Background: an optimization exercise with open tools, aiming at small area. Do not read the settings as production practice.
In this exercise RTL edits were held to simulation tests only and were not proved equivalent to the original.
Power and IR drop assume default switching activity.

## flow/area.abc

```
strash
&get -n
&nf -a
&put
```

## flow/own_abc.tcl

```tcl
# Route the technology-mapping abc call of ORFS's synth.tcl through our own
# ABC script; all its other arguments (liberty, dont_use, constraints) stay.
proc abc {args} {
	set i [lsearch -exact $args -script]
	if {$i >= 0} {
		lset args [expr {$i + 1}] $::own_abc_script
	}
	yosys abc {*}$args
}
```

## standard.sh

```bash
#!/bin/bash
# synth_recipe.tcl (not shown) runs the flow's synth.tcl, then flattens the netlist and writes it again
# the make line also repeats each setting of config.mk as NAME=value (left out here)
make -C /OpenROAD-flow-scripts/flow DESIGN_CONFIG=/design/flow/config.mk WORK_HOME=/design/flow/orfs CLKGATE_MAP_FILE= SYNTH_SCRIPT=/design/flow/synth_recipe.tcl "${@:-finish}"
```

## flow/run.sh

```bash
#!/bin/bash
# Own layout flow: the standard layout (standard.sh) with these changes.
#  1. Synthesis is synth_recipe.tcl unchanged except that the final ABC mapping
#     to library cells runs flow/area.abc, an area-oriented script, in place of
#     the script ORFS picks. Every other step, the flip-flop mapping, the
#     flattening and the renaming are the standard ones, so the registers keep
#     their names and cell types.
#  2. The port buffers that global placement inserts are buf_1 cells.
#  3. The largest buffers are added to the platform's don't-use list, so the
#     repair of high-fanout nets builds its trees from smaller buffers.
# Each tool's full output stays in orfs/logs/; make's own output goes to
# orfs_make.log in the work folder.
set -euo pipefail
W=$PWD
{
	echo "set ::own_abc_script {$W/flow/area.abc}"
	echo "source {$W/flow/own_abc.tcl}"
	cat "$W/synth_recipe.tcl"
} > "$W/own_synth.tcl"
# the platform's config.mk appends its own list to this one
export DONT_USE_CELLS="sky130_fd_sc_hd__buf_8 sky130_fd_sc_hd__buf_12 sky130_fd_sc_hd__buf_16"
bash "$W/standard.sh" \
	"SYNTH_SCRIPT=$W/own_synth.tcl" \
	"BUFFER_PORTS_ARGS=-buffer_cell sky130_fd_sc_hd__buf_1" \
	${OWN_TARGETS:-finish} > "$W/orfs_make.log" 2>&1
```

## design.v

```verilog
module rob_wcell #(
	parameter int WIDTH = 1
) (
	input  logic [2:0]       sel,
	input  logic             we,
	input  logic [WIDTH-1:0] d0,
	input  logic [WIDTH-1:0] d1,
	input  logic [WIDTH-1:0] d2,
	input  logic [WIDTH-1:0] q_n,
	output logic [WIDTH-1:0] q_n_next
);
	assign q_n_next = ~(({WIDTH{sel[0]}} & d0) | ({WIDTH{sel[1]}} & d1) | ({WIDTH{sel[2]}} & d2))
	                & ({WIDTH{we}} | q_n);
endmodule
module rob_lane #(
	parameter int WIDTH = 1
) (
	input  logic [2:0]       sel,
	input  logic [WIDTH-1:0] d0,
	input  logic [WIDTH-1:0] d1,
	input  logic [WIDTH-1:0] d2,
	output logic [WIDTH-1:0] lane_n
);
	assign lane_n = ~(({WIDTH{sel[0]}} & d0) | ({WIDTH{sel[1]}} & d1) | ({WIDTH{sel[2]}} & d2));
endmodule
module rob_load #(
	parameter int WIDTH = 1
) (
	input  logic             we,
	input  logic             we_n,
	input  logic [WIDTH-1:0] lane_n,
	input  logic [WIDTH-1:0] q_n,
	output logic [WIDTH-1:0] q_n_next
);
	assign q_n_next = ({WIDTH{we_n}} | lane_n) & ({WIDTH{we}} | q_n);
endmodule
module rob_bank #(
	parameter int WIDTH = 1
) (
	input  logic             row,
	input  logic [WIDTH-1:0] q_n0,
	input  logic [WIDTH-1:0] q_n1,
	output logic [WIDTH-1:0] q
);
	assign q = row ? ~q_n1 : ~q_n0;
endmodule
module rob_pick #(
	parameter int WIDTH = 1
) (
	input  logic [3:0]       sel,
	input  logic [WIDTH-1:0] b0,
	input  logic [WIDTH-1:0] b1,
	input  logic [WIDTH-1:0] b2,
	input  logic [WIDTH-1:0] b3,
	output logic [WIDTH-1:0] q
);
	assign q = ({WIDTH{sel[0]}} & b0) | ({WIDTH{sel[1]}} & b1)
	         | ({WIDTH{sel[2]}} & b2) | ({WIDTH{sel[3]}} & b3);
endmodule
module commit_top (
	input  logic                                       clock,
	input  logic                                       reset,
	input  logic [3-1:0]                    dispatch_valid,
	input  logic [3*$clog2(32)-1:0] dispatch_dest,
	input  logic [3*32-1:0]              dispatch_npc,
	output logic [$clog2(3+1)-1:0]          dispatch_num,
	output logic [3*$clog2(8)-1:0]  dispatch_tag,
	input  logic [3-1:0]                    complete_valid,
	input  logic [3*$clog2(8)-1:0]  complete_tag,
	input  logic [3*32-1:0]              complete_value,
	input  logic [3-1:0]                    complete_halt,
	output logic [3-1:0]                    commit_wr_en,
	output logic [3*$clog2(32)-1:0] commit_wr_idx,
	output logic [3*32-1:0]              commit_wr_data,
	output logic [3*32-1:0]              commit_npc,
	output logic [3-1:0]                    commit_valid,
	output logic                                       error_status
);
	localparam int W  = 3;
	localparam int N  = 8;
	localparam int XL = 32;
	localparam int TW = $clog2(8);
	localparam int RW = $clog2(32);
	localparam int CW = $clog2(3+1);
	localparam int OW = TW + 1;
	logic [TW-1:0] head;
	logic [TW-1:0] tail;
	logic [OW-1:0] count;
	logic [TW-1:0] out_head;
	logic [N-1:0]  done_q;
	logic [N-1:0]  halt_nq;
	logic [RW-1:0] dest_nq  [N];
	logic [XL-1:0] npc_nq   [N];
	logic [XL-1:0] value_nq [N];
	logic [N-1:0] head_oh, tail_oh;
	always_comb begin
		tail = head + count[TW-1:0];
		for (int e = 0; e < N; e++) begin
			head_oh[e] = head == TW'(e);
			tail_oh[e] = tail == TW'(e);
		end
	end
	logic [CW-1:0] req_num;
	logic [OW-1:0] free_num;
	logic [W-1:0]  alloc_en;
	always_comb begin
		req_num  = CW'(dispatch_valid[0]) + CW'(dispatch_valid[1]) + CW'(dispatch_valid[2]);
		free_num = OW'(N) - count;
		if (OW'(req_num) < free_num)
			dispatch_num = req_num;
		else
			dispatch_num = CW'(free_num);
		for (int i = 0; i < W; i++) begin
			dispatch_tag[i*TW +: TW] = tail + TW'(i);
			alloc_en[i]              = i < int'(dispatch_num);
		end
	end
	logic [W-1:0]  ret;
	logic [W-1:0]  h_done, h_halt;
	logic [CW-1:0] retire_num;
	logic          halt_retire;
	always_comb begin
		for (int i = 0; i < W; i++) begin
			h_done[i] = 1'b0;
			h_halt[i] = 1'b0;
			for (int e = 0; e < N; e++) begin
				h_done[i] = h_done[i] | (head_oh[(e - i + N) % N] & done_q[e]);
				h_halt[i] = h_halt[i] | (head_oh[(e - i + N) % N] & ~halt_nq[e]);
			end
		end
		ret[0] = !error_status && (count != '0) && h_done[0];
		ret[1] = ret[0] && !h_halt[0] && (count > OW'(1)) && h_done[1];
		ret[2] = ret[1] && !h_halt[1] && (count > OW'(2)) && h_done[2];
		halt_retire = |(ret & h_halt);
		retire_num  = {ret[1], ret[0] & ~ret[1] | ret[2]};
	end
	logic [W-1:0] da [N];
	logic [W-1:0] cw [N];
	logic [N-1:0] wa, wc;
	always_comb begin
		for (int e = 0; e < N; e++) begin
			for (int i = 0; i < W; i++) begin
				da[e][i] = alloc_en[i] && tail_oh[(e - i + N) % N];
				cw[e][i] = complete_valid[i] && (complete_tag[i*TW +: TW] == TW'(e));
			end
			wa[e] = |da[e];
			wc[e] = |cw[e];
		end
	end
	always_ff @(posedge clock) begin
		if (reset) begin
			head         <= '0;
			count        <= '0;
			done_q       <= '0;
			commit_valid <= '0;
			error_status <= 1'b0;
		end else begin
			head         <= head + TW'(retire_num);
			count        <= count + OW'(dispatch_num) - OW'(retire_num);
			commit_valid <= ret;
			if (halt_retire)
				error_status <= 1'b1;
			done_q <= (done_q & ~wa) | wc;
		end
	end
	always_ff @(posedge clock)
		out_head <= head;
	logic [N-1:0]  halt_nd;
	logic [RW-1:0] dest_nd  [N];
	logic [XL-1:0] npc_nd   [N];
	logic [XL-1:0] value_nd [N];
	localparam int NB = N / 2;
	localparam int BW = TW - 1;
	logic [W-1:0]  lsel [NB];
	logic [RW-1:0] l_dest_n [NB];
	logic [XL-1:0] l_npc_n  [NB];
	always_comb
		for (int k = 0; k < NB; k++)
			for (int i = 0; i < W; i++)
				lsel[k][i] = tail[BW-1:0] + BW'(i) == BW'(k);
	for (genvar k = 0; k < NB; k++) begin : g_lane
		rob_lane #(.WIDTH(RW)) i_dest (
			.sel(lsel[k]),
			.d0(dispatch_dest[0*RW +: RW]), .d1(dispatch_dest[1*RW +: RW]), .d2(dispatch_dest[2*RW +: RW]),
			.lane_n(l_dest_n[k]));
		rob_lane #(.WIDTH(XL)) i_npc (
			.sel(lsel[k]),
			.d0(dispatch_npc[0*XL +: XL]), .d1(dispatch_npc[1*XL +: XL]), .d2(dispatch_npc[2*XL +: XL]),
			.lane_n(l_npc_n[k]));
	end
	for (genvar e = 0; e < N; e++) begin : g_entry
		rob_load #(.WIDTH(RW)) i_dest (
			.we(wa[e]), .we_n(~wa[e]), .lane_n(l_dest_n[e % NB]),
			.q_n(dest_nq[e]), .q_n_next(dest_nd[e]));
		rob_load #(.WIDTH(XL)) i_npc (
			.we(wa[e]), .we_n(~wa[e]), .lane_n(l_npc_n[e % NB]),
			.q_n(npc_nq[e]), .q_n_next(npc_nd[e]));
		rob_wcell #(.WIDTH(XL)) i_value (
			.sel(cw[e]), .we(wc[e]),
			.d0(complete_value[0*XL +: XL]), .d1(complete_value[1*XL +: XL]), .d2(complete_value[2*XL +: XL]),
			.q_n(value_nq[e]), .q_n_next(value_nd[e]));
		rob_wcell #(.WIDTH(1)) i_halt (
			.sel(cw[e]), .we(wc[e]),
			.d0(complete_halt[0]), .d1(complete_halt[1]), .d2(complete_halt[2]),
			.q_n(halt_nq[e]), .q_n_next(halt_nd[e]));
	end
	always_ff @(posedge clock) begin
		for (int e = 0; e < N; e++) begin
			dest_nq[e]  <= dest_nd[e];
			npc_nq[e]   <= npc_nd[e];
			value_nq[e] <= value_nd[e];
			halt_nq[e]  <= halt_nd[e];
		end
	end
	logic [NB-1:0] brow;
	logic [NB-1:0] bsel [W];
	logic [RW-1:0] b_dest  [NB];
	logic [XL-1:0] b_value [NB];
	logic [XL-1:0] b_npc   [NB];
	logic [RW-1:0] o_dest  [W];
	always_comb begin
		for (int k = 0; k < NB; k++)
			brow[k] = out_head[BW] ^ (BW'(k) < out_head[BW-1:0]);
		for (int i = 0; i < W; i++)
			for (int k = 0; k < NB; k++)
				bsel[i][k] = out_head[BW-1:0] + BW'(i) == BW'(k);
	end
	for (genvar k = 0; k < NB; k++) begin : g_bank
		rob_bank #(.WIDTH(RW)) i_dest (
			.row(brow[k]), .q_n0(dest_nq[k]), .q_n1(dest_nq[k + NB]), .q(b_dest[k]));
		rob_bank #(.WIDTH(XL)) i_value (
			.row(brow[k]), .q_n0(value_nq[k]), .q_n1(value_nq[k + NB]), .q(b_value[k]));
		rob_bank #(.WIDTH(XL)) i_npc (
			.row(brow[k]), .q_n0(npc_nq[k]), .q_n1(npc_nq[k + NB]), .q(b_npc[k]));
	end
	for (genvar i = 0; i < W; i++) begin : g_slot
		rob_pick #(.WIDTH(RW)) i_dest (
			.sel(bsel[i]), .b0(b_dest[0]), .b1(b_dest[1]), .b2(b_dest[2]), .b3(b_dest[3]),
			.q(o_dest[i]));
		rob_pick #(.WIDTH(XL)) i_value (
			.sel(bsel[i]), .b0(b_value[0]), .b1(b_value[1]), .b2(b_value[2]), .b3(b_value[3]),
			.q(commit_wr_data[i*XL +: XL]));
		rob_pick #(.WIDTH(XL)) i_npc (
			.sel(bsel[i]), .b0(b_npc[0]), .b1(b_npc[1]), .b2(b_npc[2]), .b3(b_npc[3]),
			.q(commit_npc[i*XL +: XL]));
		assign commit_wr_idx[i*RW +: RW] = o_dest[i];
	end
	always_comb begin
		for (int i = 0; i < W; i++) begin
			commit_wr_en[i] = commit_valid[i] && (o_dest[i] != RW'(0));
			for (int j = i + 1; j < W; j++)
				if (commit_valid[j] && (o_dest[j] == o_dest[i]))
					commit_wr_en[i] = 1'b0;
		end
	end
endmodule
```

## config.mk

```make
export PLATFORM = sky130hd
export DESIGN_NAME = commit_top
export DESIGN_NICKNAME = commit_top
export VERILOG_FILES = /design/flow/design.v
export SDC_FILE = /design/flow/constraint.sdc
export NUM_CORES = 4
export LEC_CHECK = 0
export CAP_MARGIN = 20
export CORE_MARGIN = 2
export CORE_UTILIZATION = 50
export CTS_BUF_LIST = sky130_fd_sc_hd__clkbuf_8
export CTS_CLUSTER_DIAMETER = 60
export CTS_CLUSTER_SIZE = 11
export SLEW_MARGIN = 20
export SYNTH_HIERARCHICAL = 1
```

## constraint.sdc

```tcl
create_clock -name core_clock -period 8.0 [get_ports {clock}]
set_input_delay 1.6000 -clock core_clock [delete_from_list [all_inputs] [get_ports {clock}]]
set_output_delay 1.6000 -clock core_clock [all_outputs]
set_load 0.01 [all_outputs]
```

==> run summary, run 1 <==
Outcome:
- The run finished with no timing, DRC or antenna violations.

Hold path:
- The class of the tightest hold or removal check is reg2reg.

Critical path:
- The critical path data arrival time is ~4.4 ns.
- The worst setup path is captured at an output pin.
- The critical path is of the reg2out type.
- The family with the most delay on the worst path is simple AND/OR/NAND/NOR gates.
- The start point of the critical path is out_head[1]$_DFF_P_.
- The total buffers and inverters traversed by the critical path is 2.
- The worst register-to-register path ends at npc_nq[7][18]$_DFF_P_.
- On the worst path, the slowest cell contributes a delay of approximately 0.81 ns.
- The critical path goes through and2_4 -> xor2_4 -> buf_4 -> mux2i_1 -> a222oi_1 -> nand2_1 -> or4_1 -> o211ai_1 -> a31oi_1 -> buf_1.
- Measured in cells, the most critical reg-to-reg path has a length of 10.
- The worst endpoint required time is 6.40 ns.
- In this run the worst path has a maximum fanout of 65.
- The setup slack of the most critical reg-to-reg path is 3.12 ns.
- The reg-to-reg critical path startpoint is head[0]$_SDFF_PP0_.
- The slowest stage of the critical path belongs to the cell sky130_fd_sc_hd__and2_4.
- The critical path crosses 10 cells after its start point.
- The critical path endpoint is commit_wr_en[0].
- The startpoint kind of the worst setup timing path is a flip-flop.

Detailed routing:
- For this run, design rule violations remaining after detail routing come to 0.
- The detail-routed via count per cell is just under 8.
- The highest metal layer used by the detailed router is met5.
- Detailed routing inserted a total of between 30k and 40k vias.
- The detailed router put a total of about 44 mm of wire on met1.
- The routed length per placed instance is approximately 29 um.
- The initial detailed-routing violation count is just under 7k.
- In this run the remaining antenna-violating nets after routing total 0.
- The detailed route wirelength on metal3 is around 15 mm.
- The number of optimization iterations in the first detailed-route pass is 17.
- The routed design uses about 54 mm of met2 wire.
- For this block, the routed nets add up to ~120 mm of wire.

Finish:
- After the last flow step, the layout net total stands at 3525.
- The area of all sequential standard cells is approximately 12000 um^2.
- After filler insertion, the fill cell instance count of the layout stands at between 5k and 6k.
- The area added between synthesis and finish is 15.12%.
- The final design instance area without fill is about 33000 um^2.
- Once layout is complete, the cells apart from fillers number a little over 4k.
- The area of the multi-input gates is between 15000 and 20000 um^2.
- The share of cells above drive strength 1 is 4.656%.

Logic synthesis:
- The commonest register cell after synthesis is sky130_fd_sc_hd__dfxtp_1.
- Yosys attributes the largest share of cell area to sky130_fd_sc_hd__dfxtp_1 41%, sky130_fd_sc_hd__a222oi_1 22%, sky130_fd_sc_hd__mux2i_1 9.8%.
- The async set-reset flop share out of synthesis is 0%.
- Yosys printed 30 warnings.
- The sequential area share after synthesis is about two fifths.
- The largest total area in the synthesized netlist belongs to sky130_fd_sc_hd__dfxtp_1.
- The distinct cell type count after synthesis is 44.
- After technology mapping, the gate count stands at between 2k and 3k.
- The portion of synthesized cell area occupied by the leading cell type is roughly two fifths.
- The number of storage elements in the synthesis netlist is between 500 and 600.
- The number of synthesized flops with an enable pin is 0.
- Counting instances in the post-synthesis netlist gives the leading cell types as 631 x sky130_fd_sc_hd__a222oi_1, 582 x sky130_fd_sc_hd__dfxtp_1, 430 x sky130_fd_sc_hd__nand2_1.
- The mapped netlist covers 28480 um^2.
- Counting every net in the synthesized netlist gives a little under 3k.
- By instance count, the leading cell after synthesis is sky130_fd_sc_hd__a222oi_1.
- The average size of a mapped cell is approximately 11 um^2.

Placement:
- Detailed placement ended at an HPWL of a little under 70 mm.
- The total of buffers placed on input and output ports is approximately 450.
- The cell area after placement is 31830 um^2.
- The global placer's final weighted congestion is 0.8728.
- After detailed placement, the design holds a cell count of slightly below 4k.

Pwr:
- Summed over all nets, the switching power comes to roughly 6.0 mW.
- The fraction of power consumed by combinational cells is 52.7%.
- The standby leakage power is 11.09 nW.
- The worst vdd rail ir drop is between 0.3 and 0.4 mV.
- The internal power consumption is 7.280 mW.
- The clock network power share is 13.5%.
- Sequential cells account for 33.8% of the total power.
- The completed layout was analyzed and its total power is 13.24 mW.
- Net switching is ~45% of the power.
- The areal power density over the cells is 403.7 nW/um^2.

STA:
- The number of slew-limit violations in the final report is 0.
- The post-route clock skew is roughly 0.029 ns.
- Headroom to the max-slew limit came out at between 20% and 30%.
- After routing, the total negative slack on setup checks comes to 0 ns.
- The highest attainable clock frequency is between 150 and 200 MHz.
- The hold slack is 0.4541 ns.
- The final critical path takes up between 70 and 80% of the cycle.
- The setup-violating endpoint count in the final report is 0.
- The total count of hold-check failures in the final report is 0.
- The shortest period the worst path allows is between 5 and 6 ns.
- At the pin with the least slew margin, the transition time is approximately 1.1 ns.
- Setup repair after global routing left no endpoint under its margin.

Clock network:
- Gates resized during post-CTS repair numbered 0.
- The clock reaches the later pin of the worst-skew pair after ~0.7 ns.
- The post-CTS clock slew at the launch and capture registers of the worst setup and hold paths is 0.08 ns.
- The count of buffers added by post-CTS timing repair for setup is 0.
- Buffers inserted during clock tree synthesis total 61.
- TritonCTS built the clock tree.
- The clock sink count is 582.
- The H-tree level count is 2.
- The total of hold buffers inserted after clock tree synthesis is 0.
- In this run the clock root is driven by a sky130_fd_sc_hd__clkbuf_8.
- The clock passes through at most 3 buffers.

Global route:
- The number of antenna violations at the first check in global routing is 12.
- Global routing used a little under two fifths of the available tracks across all layers.
- The first global-routing pass estimated 174.4 mm of wire.
- The overall overflow remaining after global route is 0.
- The largest net degree at the start of global routing is 208.
- The number of global-route vias before repair is 28.98k.

Floorplan:
- The placeable core area is approximately 56000 um^2.
- The vertical extent of the die is roughly 240 um.
- Once the floorplan was initialized, standard cells occupied 50.51% of the core.
- The die covers 58890 um^2.
- The initialized floorplan defines between 80 and 90 standard-cell rows.
- During I/O placement, the number of pins put on the boundary was approximately 450.
- In this run the horizontal extent of the chip is 242.7 um.

Job:
- The max capacitance violation total is 0.
-- final cells by class --
| class | instances | share of cell area, % |
|---|---|---|
| multi-input cells | 2088 | 51.56 |
| well taps | 756 | 2.885 |
| flip-flops and latches | 582 | 35.55 |
| repair buffers | 516 | 6.766 |
| inverters | 27 | 0.3091 |
| clock buffers | 63 | 2.645 |
| clock inverters | 10 | 0.2404 |
| diodes | 5 | 0.03816 |
-- state kept, by name, summed over array words and instances (netlist names) --
signal / count
commit_valid: 3
count: 4
dest_nq: 40
done_q: 8
error_status: 1
halt_nq: 8
head: 3
npc_nq: 256
out_head: 3
value_nq: 256
-- layer usage --
layer / global-route usage [%] / vias to the layer above
met5: 0 / -
met2: 60.40 / 2377
met4: 18.37 / 16
met3: 9.011 / 377
li1: - / 13130
met1: 47.64 / 15214
-- logic make-up (layout without fill, tap and decap cells) --
logic type,count (synthesis),count (layout),synth area share (%)
XOR/XNOR,26,26,0.7995
buffers and inverters,28,616,0.3822
flip-flops,582,582,40.91
AO/OA/AOI/OAI,1221,1221,38.92
AND/OR/NAND/NOR,541,541,8.123
other,0,5,0
multiplexers,278,278,9.770
adder cells (fa/ha/maj),22,22,1.098
-- worst min path at each step --
| stage | slack [ns] | endpoint | startpoint | cells past startpoint |
|---|---|---|---|---|
| floorplan | 0.43 | value_nq[0][0]$_DFF_P_ | value_nq[0][0]$_DFF_P_ | 1 |
| global placement | 0.43 | value_nq[0][13]$_DFF_P_ | value_nq[0][13]$_DFF_P_ | 1 |
| detailed placement | 0.44 | value_nq[3][1]$_DFF_P_ | value_nq[3][1]$_DFF_P_ | 1 |
| CTS | 0.46 | value_nq[1][17]$_DFF_P_ | value_nq[1][17]$_DFF_P_ | 1 |
| global route | 0.47 | value_nq[1][17]$_DFF_P_ | value_nq[1][17]$_DFF_P_ | 1 |
| finish | 0.45 | value_nq[1][17]$_DFF_P_ | value_nq[1][17]$_DFF_P_ | 1 |
-- stage by stage --
stage	util (%)	setup WS, ns
final	58.15	2.024
after global routing	58.14	1.753
after CTS	58.13	2.006
after detailed placement	56.45	2.225
after global placement	56.45	2.380
after floorplan	-	-1.819
-- power groups by stage --
stage               logic, mW  registers, mW  clock network (mW)
floorplan                4.56           4.38                   0
global placement         6.59           4.46                   0
detailed placement       6.80           4.51                   0
CTS                      6.82           4.45                1.81
global route             7.40           4.57                1.91
finish                   6.98           4.48                1.78
-- placed cells by master (no fill, tap or decap), types with 62 or more instances in the layout --
master,synthesis,layout
sky130_fd_sc_hd__a222oi_1,631,631
sky130_fd_sc_hd__dfxtp_1,582,579
sky130_fd_sc_hd__buf_1,0,451
sky130_fd_sc_hd__nand2_1,430,430
sky130_fd_sc_hd__o22a_1,296,296
sky130_fd_sc_hd__mux2i_1,278,278
sky130_fd_sc_hd__o21a_1,265,265
sky130_fd_sc_hd__clkbuf_8,0,63
sky130_fd_sc_hd__buf_4,1,62
==> inputs of run 2 (changes only) <==
--- a/design.v
+++ b/design.v
@@ -96,4 +96,5 @@
 	always_comb begin
 		tail = head + count[TW-1:0];
+		out_head = head - TW'({commit_valid[1], commit_valid[0] & ~commit_valid[1] | commit_valid[2]});
 		for (int e = 0; e < N; e++) begin
 			head_oh[e] = head == TW'(e);
@@ -164,6 +165,4 @@
 		end
 	end
-	always_ff @(posedge clock)
-		out_head <= head;
 	logic [N-1:0]  halt_nd;
 	logic [RW-1:0] dest_nd  [N];
--- a/config.mk
+++ b/config.mk
@@ -8,5 +8,5 @@
 export CAP_MARGIN = 20
 export CORE_MARGIN = 2
-export CORE_UTILIZATION = 50
+export CORE_UTILIZATION = 38
 export CTS_BUF_LIST = sky130_fd_sc_hd__clkbuf_8
 export CTS_CLUSTER_DIAMETER = 60
==> run summary, run 2 <==
Critical path:
- The type of element capturing the critical path is an output pin (unchanged).
- The critical path data arrival time is 5.55 ns (was 4.38 ns).
- The path depth of the worst reg2reg path was 11 (was 10).
- The start point of the critical path is commit_valid[1]$_SDFF_PP0_ (was out_head[1]$_DFF_P_).
- Ordered list of cells on the worst path: clkinv_2 -> a21o_1 -> ha_1 -> clkinv_2 -> fa_2 -> xnor2_4 -> xor2_4 -> buf_4 -> mux2i_1 -> a222oi_1 -> nand2_1 -> or4_1 -> o21ai_0 -> a31oi_1 -> buf_1 (was and2_4 -> xor2_4 -> buf_4 -> mux2i_1 -> a222oi_1 -> nand2_1 -> or4_1 -> o211ai_1 -> a31oi_1 -> buf_1).
- The reg-to-reg critical path startpoint is head[0]$_SDFF_PP0_ (unchanged).
- The peak fanout along the critical path is 27 (was 65).
- The worst endpoint required time is 6.40 ns (about the same).
- The peak per-stage delay on the critical path is 0.80 ns (was 0.81 ns).
- The slowest cell on the critical path is sky130_fd_sc_hd__xnor2_4 (was sky130_fd_sc_hd__and2_4).
- The category of the most critical setup path was reg2out (unchanged).
- The startpoint kind of the worst setup timing path was a flip-flop (unchanged).
- The setup slack of the most critical reg-to-reg path is 3.41 ns (was 3.12 ns).
- The end of the worst register-to-register path is npc_nq[6][20]$_DFF_P_ (was npc_nq[7][18]$_DFF_P_).
- In this design, the critical path's most frequently occurring cell is sky130_fd_sc_hd__clkinv_2.
- The critical path endpoint is commit_wr_en[1] (was commit_wr_en[0]).

STA:
- The number of slew-limit violations in the final report is 0 (unchanged).
- Unrepaired setup endpoints after global routing: no (unchanged).
- The worst path setup slack after routing is 0.8497 ns (was 2.024 ns).
- The normalized max-slew margin came to 23.04% (was 25.76%).
- The highest attainable clock frequency came to 139.9 MHz (was 167.3 MHz).
- The share of the clock period used by the worst path after layout was 89.38% (was 74.71%).
- The total count of hold-check failures in the final report is 0 (unchanged).
- The setup-violating endpoint count in the final report is 0 (unchanged).
- The shortest period the worst path allows came to 7.150 ns (was 5.976 ns).
- The actual transition at the worst max-transition pin is 1.154 ns (was 1.114 ns).
- The post-route clock skew was 0.05184 ns (was 0.02885 ns).

Clock network:
- The count of buffers added by post-CTS timing repair for setup came to 0 (unchanged).
- The total clock buffers created by CTS was 61 (unchanged).
- The post-cts repair resize count was 0 (unchanged).
- The H-tree level count came to 2 (unchanged).
- The maximum clock path buffer count is 3 (unchanged).
- The clock insertion delay at the later pin of the skew report is 0.72 ns (was 0.71 ns).
- The post-CTS clock slew at the launch and capture registers of the worst setup and hold paths is 0.07 ns (was 0.08 ns).
- The total of hold buffers inserted after clock tree synthesis is 0 (unchanged).
- The clock sink count is 579 (was 582).
- The clock tree from TritonCTS is built (unchanged).
- The clock tree root buffer cell was sky130_fd_sc_hd__clkbuf_8 (unchanged).

Detailed routing:
- The count of unresolved DRC violations after routing is 0 (unchanged).
- The detail-routed via count per cell came to 7.085 (was 7.688).
- The routed length per placed instance came to 27.95 um (was 29.47 um).
- The total wire length after detailed routing is 119.4 mm (was 119.3 mm).
- The number of antenna-violating nets in the routed design came to 0 (unchanged).
- The number of vias after detailed routing is 30.28k (was 31.11k).
- The number of optimization iterations in the first detailed-route pass is 17 (unchanged).
- The initial detailed-routing violation count came to 6763 (was 6905).

Finish:
- The filler cell count is 7400 (was 5025).
- The leading cell type in the layout, fill and taps excluded is sky130_fd_sc_hd__a222oi_1 (unchanged).
- Commonest cells after routing, fill and taps aside: 631 x sky130_fd_sc_hd__a222oi_1, 575 x sky130_fd_sc_hd__dfxtp_1, 451 x sky130_fd_sc_hd__buf_1 (was 631 x sky130_fd_sc_hd__a222oi_1, 579 x sky130_fd_sc_hd__dfxtp_1, 451 x sky130_fd_sc_hd__buf_1).
- The area added between synthesis and finish is 16.57% (was 15.12%).
- Registers with the most flip-flops: npc_nq x256, value_nq x256, dest_nq x40 (unchanged).
- The non-filler instance count after layout is 4273 (was 4047).
- The final net count is 3531 (was 3525).
- The share of cells above drive strength 1 was 5.041% (was 4.656%).

Logic synthesis:
- The cell area after synthesis was 28460 um^2 (was 28480 um^2).
- The sequential area share after synthesis came to 40.72% (was 40.91%).
- The adder-cell share of the synthesized area is 1.213% (was 1.098%).
- The number of synthesis warnings is 30 (unchanged).
- The simple-gate share of the synthesized area came to 8.062% (was 8.122%).
- The dominant combinational cell family by area after synthesis is compound AO/OA/AOI/OAI gates (unchanged).
- The cell accounting for the most synthesized area is sky130_fd_sc_hd__dfxtp_1 (unchanged).
- Synth area leaders: sky130_fd_sc_hd__dfxtp_1 41%, sky130_fd_sc_hd__a222oi_1 22%, sky130_fd_sc_hd__mux2i_1 9.8% (unchanged).
- The commonest register cell after synthesis is sky130_fd_sc_hd__dfxtp_1 (unchanged).
- The post-synthesis share of cell area spent on xor and xnor gates came to 0.8308% (was 0.7995%).
- The number of standard cells after synthesis came to 2701 (was 2698).
- The distinct cell type count after synthesis came to 43 (was 44).
- The average size of a mapped cell is 10.54 um^2 (was 10.56 um^2).
- The portion of synthesized cell area occupied by the leading cell type is 40.72% (was 40.91%).
- The mux share of post-synthesis cell area was 9.776% (was 9.770%).
- The cell with the most instances after synthesis is sky130_fd_sc_hd__a222oi_1 (unchanged).
- The number of synthesized flops with an enable pin is 0 (unchanged).
- The number of storage elements in the synthesis netlist is 579 (was 582).
- The post-synth net total is 2952 (was 2947).
- Top cell types by occurrence after synthesis: 631 x sky130_fd_sc_hd__a222oi_1, 579 x sky130_fd_sc_hd__dfxtp_1, 429 x sky130_fd_sc_hd__nand2_1 (was 631 x sky130_fd_sc_hd__a222oi_1, 582 x sky130_fd_sc_hd__dfxtp_1, 430 x sky130_fd_sc_hd__nand2_1).
- The async set-reset flop share out of synthesis was 0% (unchanged).
- The compound-cell area share of the yosys netlist is 38.97% (was 38.92%).

Floorplan:
- The I/O pin count is 452 (unchanged).
- The placeable core area is 74320 um^2 (was 56390 um^2).
- The die extent in x is 277.7 um (was 242.7 um).
- The overall die area was 77110 um^2 (was 58890 um^2).
- The initial standard-cell utilization of the core was 38.30% (was 50.51%).
- The vertical extent of the die is 277.7 um (was 242.7 um).
- The number of cell rows is 100 (was 87).

Global route:
- The number of antenna violations at the first check in global routing came to 13 (was 12).
- The number of global-route vias before repair came to 28.12k (was 28.98k).
- The overall overflow remaining after global route is 0 (unchanged).
- The largest net degree at the start of global routing is 208 (unchanged).
- The global-route wire length before repair is 175.2 mm (was 174.4 mm).
- The global-route usage over all layers is 28.99% (was 37.68%).

Pwr:
- The worst vdd rail ir drop is 0.4104 mV (was 0.3523 mV).
- The standby leakage power is 11.27 nW (was 11.09 nW).
- The areal power density over the cells is 441.8 nW/um^2 (was 403.7 nW/um^2).

Outcome:
- Run status: no timing/DRC/antenna violations (unchanged).

Placement:
- The global placer's final weighted congestion is 0.8483 (was 0.8728).
- The post-placement cell count is 4186 (was 3969).
- The placement-stage worst setup slack is 1.546 ns (was 2.225 ns).
- The total of buffers placed on input and output ports came to 451 (unchanged).
- The HPWL after detailed placement is 68.01 mm (was 69.42 mm).

Job:
- The max capacitance violation total is 0 (unchanged).

Hold path:
- The class of the tightest hold or removal check was reg2reg (unchanged).
==> run 2: cell count changes after synthesis, moves of 3 or more <==
cell                       delta
sky130_fd_sc_hd__xor2_1       -3
sky130_fd_sc_hd__nand3b_1     -3
sky130_fd_sc_hd__or3_1        +3
sky130_fd_sc_hd__clkinv_1     +3
sky130_fd_sc_hd__xnor2_1      +4
sky130_fd_sc_hd__dfxtp_1      -3
==> run 2: kinds of logic (layout without fill, tap and decap cells) <==
group	after synthesis	count (layout)
buf+inv	31	623
compound gates	1222	1222
simple gates	540	540
mux	278	278
xor+xnor	27	27
fa+ha+maj	24	24
other cells	0	11
flops	579	579
==> run 2: report_power, final <==
part           total (mW)  internal [mW]  switching (mW)
registers            4.43           3.93           0.502
clock network        1.88          0.811            1.07
logic                8.35           3.09            5.26
==> run 2: per-stage QoR <==
step	hold WS (ns)	util (%)	TNS [ns]	cell area, um^2	total power [mW]
floorplan	0.4270	-	-621.84	28510	10.01
global placement	0.4329	43.21	0	32110	12.58
detailed placement	0.4400	43.23	0	32130	12.70
CTS	0.4569	44.61	0	33150	14.57
global route	0.4680	44.62	0	33160	15.50
finish	0.4535	44.64	0	33180	14.66
==> run 2: area by class of cell <==
class | count | area (um^2) | share of cell area (%)
clock inverter | 9 | 103.9 | 0.3130
antenna | 11 | 27.53 | 0.08296
sequential | 579 | 11600 | 34.95
inverter | 30 | 116.4 | 0.3507
multi-input combinational | 2091 | 16980 | 51.16
timing repair buffer | 517 | 2226 | 6.709
clock buffer | 67 | 922.1 | 2.779
tap | 969 | 1212 | 3.654
==> run 2: worst min-delay path by stage <==
stage                         endpoint  cells after the start                     from  slack [ns]
3_3_place_gp    value_nq[0][5]$_DFF_P_                      1   value_nq[0][5]$_DFF_P_        0.43
3_5_place_dp   value_nq[1][11]$_DFF_P_                      1  value_nq[1][11]$_DFF_P_        0.44
4_1_cts        value_nq[3][27]$_DFF_P_                      1  value_nq[3][27]$_DFF_P_        0.46
6_report       value_nq[5][26]$_DFF_P_                      1  value_nq[5][26]$_DFF_P_        0.45
2_1_floorplan   value_nq[0][0]$_DFF_P_                      1   value_nq[0][0]$_DFF_P_        0.43
5_1_grt         value_nq[7][8]$_DFF_P_                      1   value_nq[7][8]$_DFF_P_        0.47
==> run 2: critical path, delay by kind of cell, from the launching register on <==
kind / cells / cell delay [ns]
adders and majority gates: 2 / 0.58
AOI/OAI and AO/OA: 4 / 0.70
buffers and inverters: 4 / 0.87
muxes: 1 / 0.28
xor gates and xnor gates: 2 / 1.31
and+or+nand+nor: 2 / 0.77
DFF: 1 / 0.34
==> run 2: metal layers <==
metal  routed length (um)  global-route usage [%]  up-vias
met3                14510                   6.342      284
met5                   74                       0        -
li1                     -                       -    13163
met2                53690                   46.21     2115
met4                 3712                   10.16       10
met1                47430                   38.59    14704
==> inputs of run 3 (changes only) <==
==> config.mk (replaced) <==
export PLATFORM = sky130hd
export DESIGN_NAME = commit_top
export DESIGN_NICKNAME = commit_top
export VERILOG_FILES = /design/flow/design.v
export SDC_FILE = /design/flow/constraint.sdc
export NUM_CORES = 4
export LEC_CHECK = 0
export CAP_MARGIN = 10
export CORE_MARGIN = 2
export CORE_UTILIZATION = 45
export CTS_BUF_LIST = sky130_fd_sc_hd__clkbuf_8
export CTS_CLUSTER_DIAMETER = 70
export CTS_CLUSTER_SIZE = 14
export SLEW_MARGIN = 10
export SYNTH_HIERARCHICAL = 1
==> run summary, run 3 <==
Clock network:
- The clock tree from TritonCTS is built (unchanged).
- The clock sink count came to 579 (unchanged).
- The post-cts repair resize count is 0 (unchanged).
- The H-tree level count was 2 (unchanged).
- The total of hold buffers inserted after clock tree synthesis was 0 (unchanged).
- The maximum clock path buffer count is 3 (unchanged).
- The post-CTS clock slew at the launch and capture registers of the worst setup and hold paths is 0.09 ns (was 0.07 ns).
- The count of buffers added by post-CTS timing repair for setup is 0 (unchanged).
- The clock tree root buffer cell is sky130_fd_sc_hd__clkbuf_8 (unchanged).
- The clock insertion delay at the later pin of the skew report is 0.68 ns (was 0.72 ns).
- The total clock buffers created by CTS is 49 (was 61).

Logic synthesis:
- The cell area after synthesis was 28460 um^2 (unchanged).
- The cell with the most instances after synthesis is sky130_fd_sc_hd__a222oi_1 (unchanged).
- The number of synthesis warnings is 30 (unchanged).
- The async set-reset flop share out of synthesis came to 0% (unchanged).
- The number of standard cells after synthesis is 2701 (unchanged).
- Synth area leaders: sky130_fd_sc_hd__dfxtp_1 41%, sky130_fd_sc_hd__a222oi_1 22%, sky130_fd_sc_hd__mux2i_1 9.8% (unchanged).
- The post-synth net total is 2952 (unchanged).
- The average size of a mapped cell is 10.54 um^2 (unchanged).
- The commonest register cell after synthesis is sky130_fd_sc_hd__dfxtp_1 (unchanged).
- Top cell types by occurrence after synthesis: 631 x sky130_fd_sc_hd__a222oi_1, 579 x sky130_fd_sc_hd__dfxtp_1, 429 x sky130_fd_sc_hd__nand2_1 (unchanged).
- The portion of synthesized cell area occupied by the leading cell type is 40.72% (unchanged).
- The cell accounting for the most synthesized area is sky130_fd_sc_hd__dfxtp_1 (unchanged).
- The distinct cell type count after synthesis is 43 (unchanged).
- The number of synthesized flops with an enable pin is 0 (unchanged).
- The sequential area share after synthesis is 40.72% (unchanged).
- The number of storage elements in the synthesis netlist is 579 (unchanged).

Pwr:
- The standby leakage power came to 11.18 nW (was 11.27 nW).
- The areal power density over the cells was 444.8 nW/um^2 (was 441.8 nW/um^2).
- The post-route total power is 14.62 mW (was 14.66 mW).
- The worst vdd rail ir drop is 0.5410 mV (was 0.4104 mV).

Placement:
- The HPWL after detailed placement was 72.31 mm (was 68.01 mm).
- The placement-stage worst setup slack came to 1.873 ns (was 1.546 ns).
- The global placer's final weighted congestion was 0.9110 (was 0.8483).
- The cell area after placement came to 31990 um^2 (was 32130 um^2).
- The total of buffers placed on input and output ports came to 451 (unchanged).

Detailed routing:
- The detail-routed via count per cell is 7.488 (was 7.085).
- The count of unresolved DRC violations after routing was 0 (unchanged).
- The number of antenna-violating nets in the routed design came to 0 (unchanged).
- The initial detailed-routing violation count is 7145 (was 6763).
- The number of vias after detailed routing came to 30.93k (was 30.28k).
- The total wire length after detailed routing came to 122.5 mm (was 119.4 mm).
- The number of optimization iterations in the first detailed-route pass is 15 (was 17).
- The routed length per placed instance is 29.67 um (was 27.95 um).

Job:
- The max capacitance violation total came to 0 (unchanged).

Global route:
- The global-route usage over all layers came to 35.28% (was 28.99%).
- The number of antenna violations at the first check in global routing is 9 (was 13).
- The number of global-route vias before repair is 30.09k (was 28.12k).
- The overall overflow remaining after global route was 0 (unchanged).
- The largest net degree at the start of global routing is 208 (unchanged).
- The global-route wire length before repair is 182.3 mm (was 175.2 mm).

Finish:
- The filler cell count came to 5802 (was 7400).
- The area added between synthesis and finish is 15.45% (was 16.57%).
- Registers with the most flip-flops: npc_nq x256, value_nq x256, dest_nq x40 (unchanged).
- The final design instance area without fill is 32860 um^2 (was 33180 um^2).
- The share of cells above drive strength 1 is 4.666% (was 5.041%).
- The final core utilization is 52.28% (was 44.64%).
- The final net count came to 3518 (was 3531).
- The leading cell type in the layout, fill and taps excluded is sky130_fd_sc_hd__a222oi_1 (unchanged).
- Commonest cells after routing, fill and taps aside: 631 x sky130_fd_sc_hd__a222oi_1, 575 x sky130_fd_sc_hd__dfxtp_1, 451 x sky130_fd_sc_hd__buf_1 (unchanged).

Floorplan:
- The vertical extent of the die is 255.5 um (was 277.7 um).
- The initial standard-cell utilization of the core is 45.29% (was 38.30%).
- The overall die area came to 65280 um^2 (was 77110 um^2).
- The number of cell rows is 92 (was 100).
- The placeable core area came to 62850 um^2 (was 74320 um^2).
- The die extent in x is 255.5 um (was 277.7 um).
- The I/O pin count is 452 (unchanged).

STA:
- The shortest period the worst path allows is 6.932 ns (was 7.150 ns).
- The total negative slack for setup checks is 0 ns (unchanged).
- The setup-violating endpoint count in the final report is 0 (unchanged).
- The post-route clock skew is 0.01861 ns (was 0.05184 ns).
- The normalized max-slew margin was 18.25% (was 23.04%).
- The worst path setup slack after routing is 1.068 ns (was 0.8497 ns).
- The highest attainable clock frequency is 144.3 MHz (was 139.9 MHz).
- Unrepaired setup endpoints after global routing: no (unchanged).
- The number of slew-limit violations in the final report is 0 (unchanged).
- The share of the clock period used by the worst path after layout is 86.65% (was 89.38%).
- The actual transition at the worst max-transition pin is 1.226 ns (was 1.154 ns).
- The total count of hold-check failures in the final report was 0 (unchanged).

Critical path:
- The end of the worst register-to-register path is npc_nq[5][14]$_DFF_P_ (was npc_nq[6][20]$_DFF_P_).
- The type of element capturing the critical path is an output pin (unchanged).
- The peak fanout along the critical path is 17 (was 27).
- The path depth of the worst reg2reg path is 10 (was 11).
- The category of the most critical setup path is reg2out (unchanged).
- The critical path data arrival time is 5.33 ns (was 5.55 ns).
- The reg-to-reg critical path startpoint is head[0]$_SDFF_PP0_ (unchanged).
- The worst endpoint required time is 6.40 ns (about the same).
- The startpoint kind of the worst setup timing path is a flip-flop (unchanged).
- The setup slack of the most critical reg-to-reg path is 3.32 ns (was 3.41 ns).

Hold path:
- The hold-critical path endpoint is value_nq[7][16]$_DFF_P_ (was value_nq[5][26]$_DFF_P_).
- The class of the tightest hold or removal check is reg2reg (unchanged).
- The hold-critical path depth came to 1 (unchanged).
- The worst min-delay path startpoint was value_nq[7][16]$_DFF_P_ (was value_nq[5][26]$_DFF_P_).

Outcome:
- Run status: no timing/DRC/antenna violations (unchanged).
run 3: routing by layer:
metal | vias to the layer above | part of all wire, % | track usage (%) | wire, um
met2 | 2278 | 46 | 57.77 | 56780
met4 | 8 | 4.9 | 18.78 | 6047
met1 | 15128 | 37 | 43.12 | 45740
met3 | 410 | 11 | 8.170 | 13910
met5 | - | 0.043 | 0.2193 | 53
li1 | 13102 | - | - | -
run 3: cell families (layout without fill, tap and decap cells):
kind of cell,Yosys count,after routing,share of synthesized area [%]
fa+ha+maj,24,24,1.213
simple gates,540,540,8.062
compound gates,1222,1222,38.97
other cells,0,5,0
xor+xnor,27,27,0.8308
mux,278,278,9.776
buf+inv,31,609,0.4220
flops,579,579,40.72
run 3: final cells by class:
type / count / area [um^2] / area share, %
repair buffers: 516 / 2256 / 6.865
well taps: 846 / 1059 / 3.221
multi-input cells: 2091 / 16960 / 51.62
flip-flops and latches: 579 / 11600 / 35.29
inverters: 30 / 116.4 / 0.3541
clock inverters: 8 / 100.1 / 0.3046
clock buffers: 55 / 757.0 / 2.304
diodes: 5 / 12.51 / 0.03808
run 3: report_power, final:
part	switching, mW	internal (mW)
Clock	1.01	0.684
Sequential	0.527	3.93
Combinational	5.37	3.10
Total	6.91	7.71
run 3: worst max-delay path by stage:
stage                                from         endpoint  slack, ns  depth (start not counted)
2_1_floorplan  commit_valid[1]$_SDFF_PP0_  commit_wr_en[0]      -3.84                         13
3_3_place_gp   commit_valid[1]$_SDFF_PP0_  commit_wr_en[0]       1.95                         14
3_5_place_dp           head[0]$_SDFF_PP0_  commit_wr_en[0]       1.87                         13
4_1_cts                head[0]$_SDFF_PP0_  commit_wr_en[0]       1.14                         13
5_1_grt                head[0]$_SDFF_PP0_  commit_wr_en[1]       0.76                         13
6_report               head[0]$_SDFF_PP0_  commit_wr_en[0]       1.07                         13
run 3: worst max-delay path, cell delays in order (launching register included):
cell                       delay, ns
sky130_fd_sc_hd__dfxtp_2        0.40
sky130_fd_sc_hd__clkinv_2       0.12
sky130_fd_sc_hd__ha_1           0.17
sky130_fd_sc_hd__clkinv_2       0.06
sky130_fd_sc_hd__fa_2           0.43
sky130_fd_sc_hd__xnor2_4        0.84
sky130_fd_sc_hd__xor2_4         0.87
sky130_fd_sc_hd__mux2i_1        0.26
sky130_fd_sc_hd__a222oi_1       0.39
sky130_fd_sc_hd__nand2_1        0.22
sky130_fd_sc_hd__xor2_1         0.21
sky130_fd_sc_hd__nor4_1         0.40
sky130_fd_sc_hd__a311oi_2       0.14
sky130_fd_sc_hd__buf_1          0.15
run 3: stage by stage:
step           std cells  hold slack, ns
3_3_place_gp        4062          0.4332
6_report            4130          0.4578
4_1_cts             4125          0.4605
3_5_place_dp        4062          0.4400
2_1_floorplan       2701          0.4270
5_1_grt             4128          0.4720

## static timing again, ports no longer ideal
The flow's constraints put no driver on any port. The routed layouts listed below were extracted and timed again, unchanged, in two steps.
Step 1 sets driving cells, clkbuf_16 on the clock port and buf_2 on the other inputs (assumed; they add their load-dependent delay and slew).
Step 2 adds t to the input delays and takes it off the output delays; t is the mean of the earliest and latest rising clock arrival at the registers after step 1. Input paths then give back, and output paths get back, about the clock's delay inside the block.
Three values: ideal, step 1, step 2; two values: the first two.
| run | t, ns | setup slack, ns | slew at the worst register clock pin (ns) | cell pins on the clock port's net |
|---|---|---|---|---|
| run 1 | 0.758 | 2.024 / 1.963 / 2.076 | 0.08 / 0.08 | 1 |
| run 2 | 0.762 | 0.850 / 0.790 / 1.552 | 0.09 / 0.09 | 1 |
| run 3 | 0.733 | 1.068 / 1.008 / 1.741 | 0.10 / 0.10 | 1 |
After both steps setup and hold are still met in every run listed.
